What follows belongs to an exercise in optimizing a design on an open flow for small area, a short achievable clock period and few clock cycles per item; a production flow would make more cautious choices.
RTL that was checked went through simulation tests only; none was proved equivalent to the original.
Power and IR drop assume default switching activity.

Design conv3x3_stream_engine, start of the top module:
module conv3x3_stream_engine #(
    parameter int BIT_DEPTH = 8,
    parameter int IMG_W     = 28,
    parameter int IMG_H     = 28,
    parameter int ACC_W     = 20,
    parameter int ADDR_W    = 10
) (
    input  logic                 clk,
    input  logic                 rst,
    input  logic                 kernel_wr_en,
    input  logic [3:0]           kernel_wr_addr,
    input  logic [BIT_DEPTH-1:0] kernel_wr_data,
    input  logic                 start,
    input  logic [1:0]           stride,
    input  logic                 relu_en,
    input  logic [4:0]           shift_amt,
    input  logic                 pix_valid,
    input  logic [BIT_DEPTH-1:0] pix_data,
    output logic                 pix_ready,
    output logic                 out_valid,
    output logic [BIT_DEPTH-1:0] out_data,
    output logic [ADDR_W-1:0]    out_addr,
    input  logic                 out_ready,
    output logic                 busy,
    output logic                 done
);
    localparam int QD  = 4;
    localparam int CAP = QD + 1;
    logic       busy_r, done_r, pix_ready_r, out_valid_r;
    logic       idle_i, ndone_i, nrdy_i, nov_i;
    logic       all_in;
    logic       stride2_r, relu_r;
    logic [4:0] shift_r;
    logic [4:0] col_in, row_in;
    logic [CAP-1:0] nth;         
    logic [7:0] kr [0:8];
    wire bsy = !idle_i, dn = !ndone_i, rdy = !nrdy_i, ov = !nov_i;
    logic start_go, accept, deliver, emit_in, last_in, inc;
    logic all_in_next, done_next;
    logic [CAP-1:0] nth_next;
    assign start_go = !bsy && start;
    assign accept   = pix_valid && rdy;
    assign deliver  = ov && out_ready;
    assign emit_in  = (row_in >= 5'd2) && (col_in >= 5'd2) &&
                      (!stride2_r || (!row_in[0] && !col_in[0]));
    assign last_in  = (col_in == 5'd27) && (row_in == 5'd27);
    assign inc      = accept && emit_in;
    always_comb begin
        case ({inc, deliver})
            2'b10:   nth_next = {nth[CAP-2:0], 1'b1};
            2'b01:   nth_next = {1'b0, nth[CAP-1:1]};
            default: nth_next = nth;
        endcase
    end
    assign all_in_next = all_in || (accept && last_in);
    assign done_next   = bsy && !dn && all_in_next && !nth_next[0];
    wire busy_nx = start_go || (bsy && !dn);
    wire done_nx = !start_go && done_next;
  ...
==> flow/config.mk <==
export PLATFORM = sky130hd
export DESIGN_NAME = conv3x3_stream_engine
export DESIGN_NICKNAME = conv3x3_stream_engine
export VERILOG_FILES = /design/flow/design.v
export SDC_FILE = /design/flow/constraint.sdc
export NUM_CORES = 4
export LEC_CHECK = 0
export CAP_MARGIN = 30
export CORE_MARGIN = 2
export CORE_UTILIZATION = 60
export CTS_BUF_LIST = sky130_fd_sc_hd__clkbuf_8
export CTS_CLUSTER_DIAMETER = 50
export CTS_CLUSTER_SIZE = 14
export SLEW_MARGIN = 40
export SYNTH_HIERARCHICAL = 1
==> flow/constraint.sdc <==
create_clock -name core_clock -period 13.0 [get_ports {clk}]
set_input_delay 2.6000 -clock core_clock [delete_from_list [all_inputs] [get_ports {clk}]]
set_output_delay 2.6000 -clock core_clock [all_outputs]
set_load 0.01 [all_outputs]
standard.sh (not shown) runs the stock make flow with config.mk's settings and CLKGATE_MAP_FILE= SYNTH_SCRIPT=/design/flow/synth_recipe.tcl, a recipe that flattens the netlist after the stock synthesis.
==> flow/flow/run.sh <==
#!/bin/bash
# Own layout flow: the standard synthesis and layout, with two changes to
# how the layout is made:
#  - ports are buffered with sky130_fd_sc_hd__buf_2 instead of the default
#    buffer the flow picks (a slow clock-delay cell);
#  - delay cells (clkdlybuf*, dlygate*, dlymetal*) are not used by the
#    resizer's slew/capacitance repair on signal nets.
# Each run of standard.sh writes its full output to a log file here.
set -euo pipefail
bash standard.sh synth > synth.log 2>&1
export BUFFER_PORTS_ARGS="-buffer_cell sky130_fd_sc_hd__buf_2"
export DONT_USE_CELLS="sky130_fd_sc_hd__clkdlybuf4s15_1 sky130_fd_sc_hd__clkdlybuf4s15_2 sky130_fd_sc_hd__clkdlybuf4s18_1 sky130_fd_sc_hd__clkdlybuf4s18_2 sky130_fd_sc_hd__clkdlybuf4s25_1 sky130_fd_sc_hd__clkdlybuf4s25_2 sky130_fd_sc_hd__clkdlybuf4s50_1 sky130_fd_sc_hd__clkdlybuf4s50_2 sky130_fd_sc_hd__dlygate4sd1_1 sky130_fd_sc_hd__dlygate4sd2_1 sky130_fd_sc_hd__dlygate4sd3_1 sky130_fd_sc_hd__dlymetal6s2s_1 sky130_fd_sc_hd__dlymetal6s4s_1 sky130_fd_sc_hd__dlymetal6s6s_1"
bash standard.sh > layout.log 2>&1
Testbench counts at the start, summed over its fixed seeds: cycles 25,476, items 14,027.
Next try:
- CAP_MARGIN: 30 -> 50
- CORE_UTILIZATION: 60 -> 40
- SLEW_MARGIN: 40 -> 70
Result: The changed run passed the timing, DRC and antenna checks. Final area rises by 4.7%. Die area goes up by about 50%. Count of clock-buffer cells in the layout went up by 2.
Next try:
- CAP_MARGIN: 50 -> 40
- CORE_UTILIZATION: 40 -> 60
- SLEW_MARGIN: 70 -> 55
What happened: Wire length drops by a few percent; power goes down slightly; combinational power decreases slightly; count of clock-buffer cells in the layout falls by 5; sequential share of layout area goes up by 2.0 points; clock skew hardly moves.

========
Setup of v45:
conv3x3_stream_engine, a different RTL version from the one above (not shown whole).
Size: roughly 40000 sq um of cells after synthesis.
==> flow/config.mk <==
export PLATFORM = sky130hd
export DESIGN_NAME = conv3x3_stream_engine
export DESIGN_NICKNAME = conv3x3_stream_engine
export VERILOG_FILES = /design/flow/design.v
export SDC_FILE = /design/flow/constraint.sdc
export NUM_CORES = 4
export LEC_CHECK = 0
export CAP_MARGIN = 20
export CORE_MARGIN = 2
export CORE_UTILIZATION = 40
export SLEW_MARGIN = 20
export SYNTH_HIERARCHICAL = 1
==> flow/constraint.sdc <==
create_clock -name core_clock -period 13.0 [get_ports {clk}]
set_input_delay 2.6000 -clock core_clock [delete_from_list [all_inputs] [get_ports {clk}]]
set_output_delay 2.6000 -clock core_clock [all_outputs]
set_load 0.01 [all_outputs]
run.sh (not shown) runs the stock make flow with config.mk's settings and CLKGATE_MAP_FILE= SYNTH_SCRIPT=/design/flow/synth_recipe.tcl, a recipe that flattens the netlist after the stock synthesis.
Stock flow here: none of the scripts above is used.
v45 | status: complete | timing, DRC, antenna: pass
### v45 -> v26
- swapping 20 for 50 in CAP_MARGIN
- swapping 20 for 70 in SLEW_MARGIN
--- outcome ---
v26 vs v45, number of cells on the critical path went up by 4. Worst hold slack after final layout delta (v45 -> v26): insignificant. Wire length after detailed routing (v26 vs. v45) increases slightly. v26 vs v45: worst setup slack up in v26. v26 against v45: final critical path time including I/O delays and setup went down by 0.55 ns, fraction of area in registers now smaller, first-pass GRT wire length +1.4%, design area rose by 1400 sq um, global-route usage flat.
### v26 -> v22
- an added ABC_CLOCK_PERIOD_IN_PS of 3500
Notes after the runs:
Reported for v22 and v26, global-route wire length before repair turned out identical to the last digit. Diff v26..v22 | critical path depth in cells | unchanged. Post-route worst hold slack came out exactly the same in v22 and v26. Diff v26..v22 | initial antenna violation count | negligible. Highest clock rate came out exactly the same in v22 and v26.
No functional check of the RTL was part of any run of this note.

========
conv3x3_stream_engine, a different RTL version from the one above (not shown whole).
Size: ~56 I/O pins, about 0.039 mm^2 of cells after synthesis.
## conv3x3_stream_engine
module conv3x3_stream_engine #(
    parameter int BIT_DEPTH = 8,
    parameter int IMG_W     = 28,
    parameter int IMG_H     = 28,
    parameter int ACC_W     = 20,
    parameter int ADDR_W    = 10
) (
    input  logic                 clk,
    input  logic                 rst,
    input  logic                 kernel_wr_en,
    input  logic [3:0]           kernel_wr_addr,
    input  logic [BIT_DEPTH-1:0] kernel_wr_data,
    input  logic                 start,
    input  logic [1:0]           stride,
    input  logic                 relu_en,
    input  logic [4:0]           shift_amt,
    input  logic                 pix_valid,
    input  logic [BIT_DEPTH-1:0] pix_data,
    output logic                 pix_ready,
    output logic                 out_valid,
    output logic [BIT_DEPTH-1:0] out_data,
    output logic [ADDR_W-1:0]    out_addr,
    input  logic                 out_ready,
    output logic                 busy,
    output logic                 done
);
    localparam int QD  = 4;
    localparam int CAP = QD + 1;
    logic       busy_r, done_r, pix_ready_r, out_valid_r;
    logic       idle_i, ndone_i, nrdy_i, nov_i;
    logic       all_in;
    logic       stride2_r, relu_r;
    logic [4:0] shift_r;
    logic [4:0] col_in, row_in;
    logic [CAP-1:0] nth;         
    logic [7:0] kr [0:8];
    wire bsy = !idle_i, dn = !ndone_i, rdy = !nrdy_i, ov = !nov_i;
    logic start_go, accept, deliver, emit_in, last_in, inc;
    logic all_in_next, done_next;
  ...
export LEC_CHECK = 0
export CAP_MARGIN = 30
export CORE_MARGIN = 2
export CORE_UTILIZATION = 40
export CTS_BUF_LIST = sky130_fd_sc_hd__clkbuf_8
export CTS_CLUSTER_DIAMETER = 50
export CTS_CLUSTER_SIZE = 14
export SLEW_MARGIN = 40
export SYNTH_HIERARCHICAL = 1
create_clock -name core_clock -period 13.0 [get_ports {clk}]
standard.sh (not shown) runs the stock make flow with config.mk's settings and CLKGATE_MAP_FILE= SYNTH_SCRIPT=/design/flow/synth_recipe.tcl, a recipe that flattens the netlist after the stock synthesis.
Scripts as last shown in full above: flow/flow/run.sh
Change:
Settings changed: CAP_MARGIN 30 to 50, CORE_UTILIZATION 40 to 55, SLEW_MARGIN 40 to 70.
=>
- count of clock-buffer cells in the layout is unchanged
- design area climbs by 1.8%
- power drops by 0.87%
- synthesized area is unchanged
- wire length drops by 7.0%
- worst setup slack is better by 0.12 ns
- combinational power drops by about 2%
- fmax climbs by 3.1%
- final cell count drops by 5.0%
- core utilization climbs by 18 points
Function was not checked in any run of this note: the RTL went through the layout flow alone.

========
conv3x3_stream_engine, a different RTL version from the one above (not shown whole).
Size: roughly 56 I/O pins, about 39000 um^2 of cells after synthesis.
==> flow/design.v (excerpt) <==
module conv3x3_stream_engine #(
    parameter int BIT_DEPTH = 8,
    parameter int IMG_W     = 28,
    parameter int IMG_H     = 28,
    parameter int ACC_W     = 20,
    parameter int ADDR_W    = 10
) (
    input  logic                 clk,
    input  logic                 rst,
    input  logic                 kernel_wr_en,
    input  logic [3:0]           kernel_wr_addr,
    input  logic [BIT_DEPTH-1:0] kernel_wr_data,
    input  logic                 start,
    input  logic [1:0]           stride,
    input  logic                 relu_en,
    input  logic [4:0]           shift_amt,
    input  logic                 pix_valid,
    input  logic [BIT_DEPTH-1:0] pix_data,
    output logic                 pix_ready,
    output logic                 out_valid,
    output logic [BIT_DEPTH-1:0] out_data,
    output logic [ADDR_W-1:0]    out_addr,
    input  logic                 out_ready,
    output logic                 busy,
    output logic                 done
);
    localparam int QD  = 4;
    localparam int CAP = QD + 1;
    logic       busy_r, done_r, pix_ready_r, all_in;
    logic       stride2_r, relu_r;
    logic [4:0] shift_r;
    logic [4:0] col_in, row_in;
    logic [CAP-1:0] nth;         
  ...
export LEC_CHECK = 0
export CAP_MARGIN = 50
export CORE_MARGIN = 2
export CORE_UTILIZATION = 40
export CTS_BUF_LIST = sky130_fd_sc_hd__clkbuf_4 sky130_fd_sc_hd__clkbuf_8 sky130_fd_sc_hd__clkbuf_16
export CTS_CLUSTER_DIAMETER = 60
export CTS_CLUSTER_SIZE = 16
export SLEW_MARGIN = 70
export SYNTH_HIERARCHICAL = 1
create_clock -name core_clock -period 13.0 [get_ports {clk}]
Scripts as last shown in full above: flow/flow/run.sh
The first run produced a clean layout.
Testbench counts at the start, summed over its fixed seeds: cycles 25,476, items 14,027.
Change:
- CTS_BUF_LIST: sky130_fd_sc_hd__clkbuf_4 sky130_fd_sc_hd__clkbuf_8 sky130_fd_sc_hd__clkbuf_16 -> sky130_fd_sc_hd__clkbuf_8
- CTS_CLUSTER_SIZE: 16 -> 20
After rerunning: The changed run completed with no timing, DRC or antenna violations; power went down by 5.6%; maximum frequency went down by 3.2%; synthesized area stays the same; synthesized cell count stays the same; wire length went down by 0.82%; clock power went down by 33%; worst setup slack degrades by 130 ps; clock skew went up by 8.4 ps; cell area went down by 2.4%; sequential power is about the same; non-clock buffer count went up by 3.
Change:
- CTS_BUF_LIST: sky130_fd_sc_hd__clkbuf_8 -> default
- CTS_CLUSTER_DIAMETER: 60 -> default
- CTS_CLUSTER_SIZE: 20 -> default
=>
- design area went up by a few percent
- global-route usage increases by 0.33 points
- total power came out higher by a little under a tenth
- core utilization went up by 1.4 points
Change:
- CTS_BUF_LIST: default -> sky130_fd_sc_hd__clkbuf_8
- CTS_CLUSTER_DIAMETER: default -> 50
- CTS_CLUSTER_SIZE: default -> 14
What happened: Area after synthesis stays the same; synthesized cell count stays the same; setup slack degrades by 61 ps; register-to-register slack degrades by 20 ps; worst hold slack improves by 13 ps; utilization came out lower by 1.0 points.

## separate check: timing with driven ports
The flow's constraints put no driver on any port. The routed layouts listed below were extracted and timed again, unchanged, in two steps. Step 1 (the two cells are an assumption about what drives the block):
set clk [get_ports {clk}]
set_driving_cell -lib_cell sky130_fd_sc_hd__clkbuf_16 $clk
set_driving_cell -lib_cell sky130_fd_sc_hd__buf_2 [delete_from_list [all_inputs] $clk]
Step 2, shift: input delay + t, output delay - t, t = (earliest + latest rising clock arrival at the registers) / 2. This alone moves slack from input paths to output paths. Three values: ideal ports, drivers, drivers and shift; two values: the first two.
run | t, ns | setup slack, ns | worst setup path after step 2
the first run of note 1 | 0.752 | 8.926 / 8.963 / 8.211 | input to register
the second run of note 1 | 0.791 | 9.079 / 9.017 / 8.376 | input to register
the third run of note 1 | 0.748 | 9.051 / 9.031 / 8.417 | input to register
v45 | 0.700 | 7.817 / 7.858 / 7.158 | input to register
v26 | 0.712 | 8.370 / 8.418 / 7.706 | input to register
v22 | 0.712 | 8.370 / 8.418 / 7.706 | input to register
the first run of note 3 | 0.792 | 8.982 / 8.982 / 8.298 | input to register
the second run of note 3 | 0.756 | 9.102 / 9.043 / 8.491 | input to register
the first run of note 4 | 0.695 | 9.110 / 9.046 / 8.537 | input to register
the second run of note 4 | 0.795 | 8.980 / 8.919 / 8.541 | input to register
the third run of note 4 | 0.707 | 9.091 / 9.048 / 8.531 | input to register
the fourth run of note 4 | 0.771 | 9.030 / 8.969 / 8.526 | input to register
After both steps every run listed still meets setup and hold. The setup slack of the first run of note 1, which loses most, moves by +0.037 ns with the drivers and by -0.715 ns with both steps.
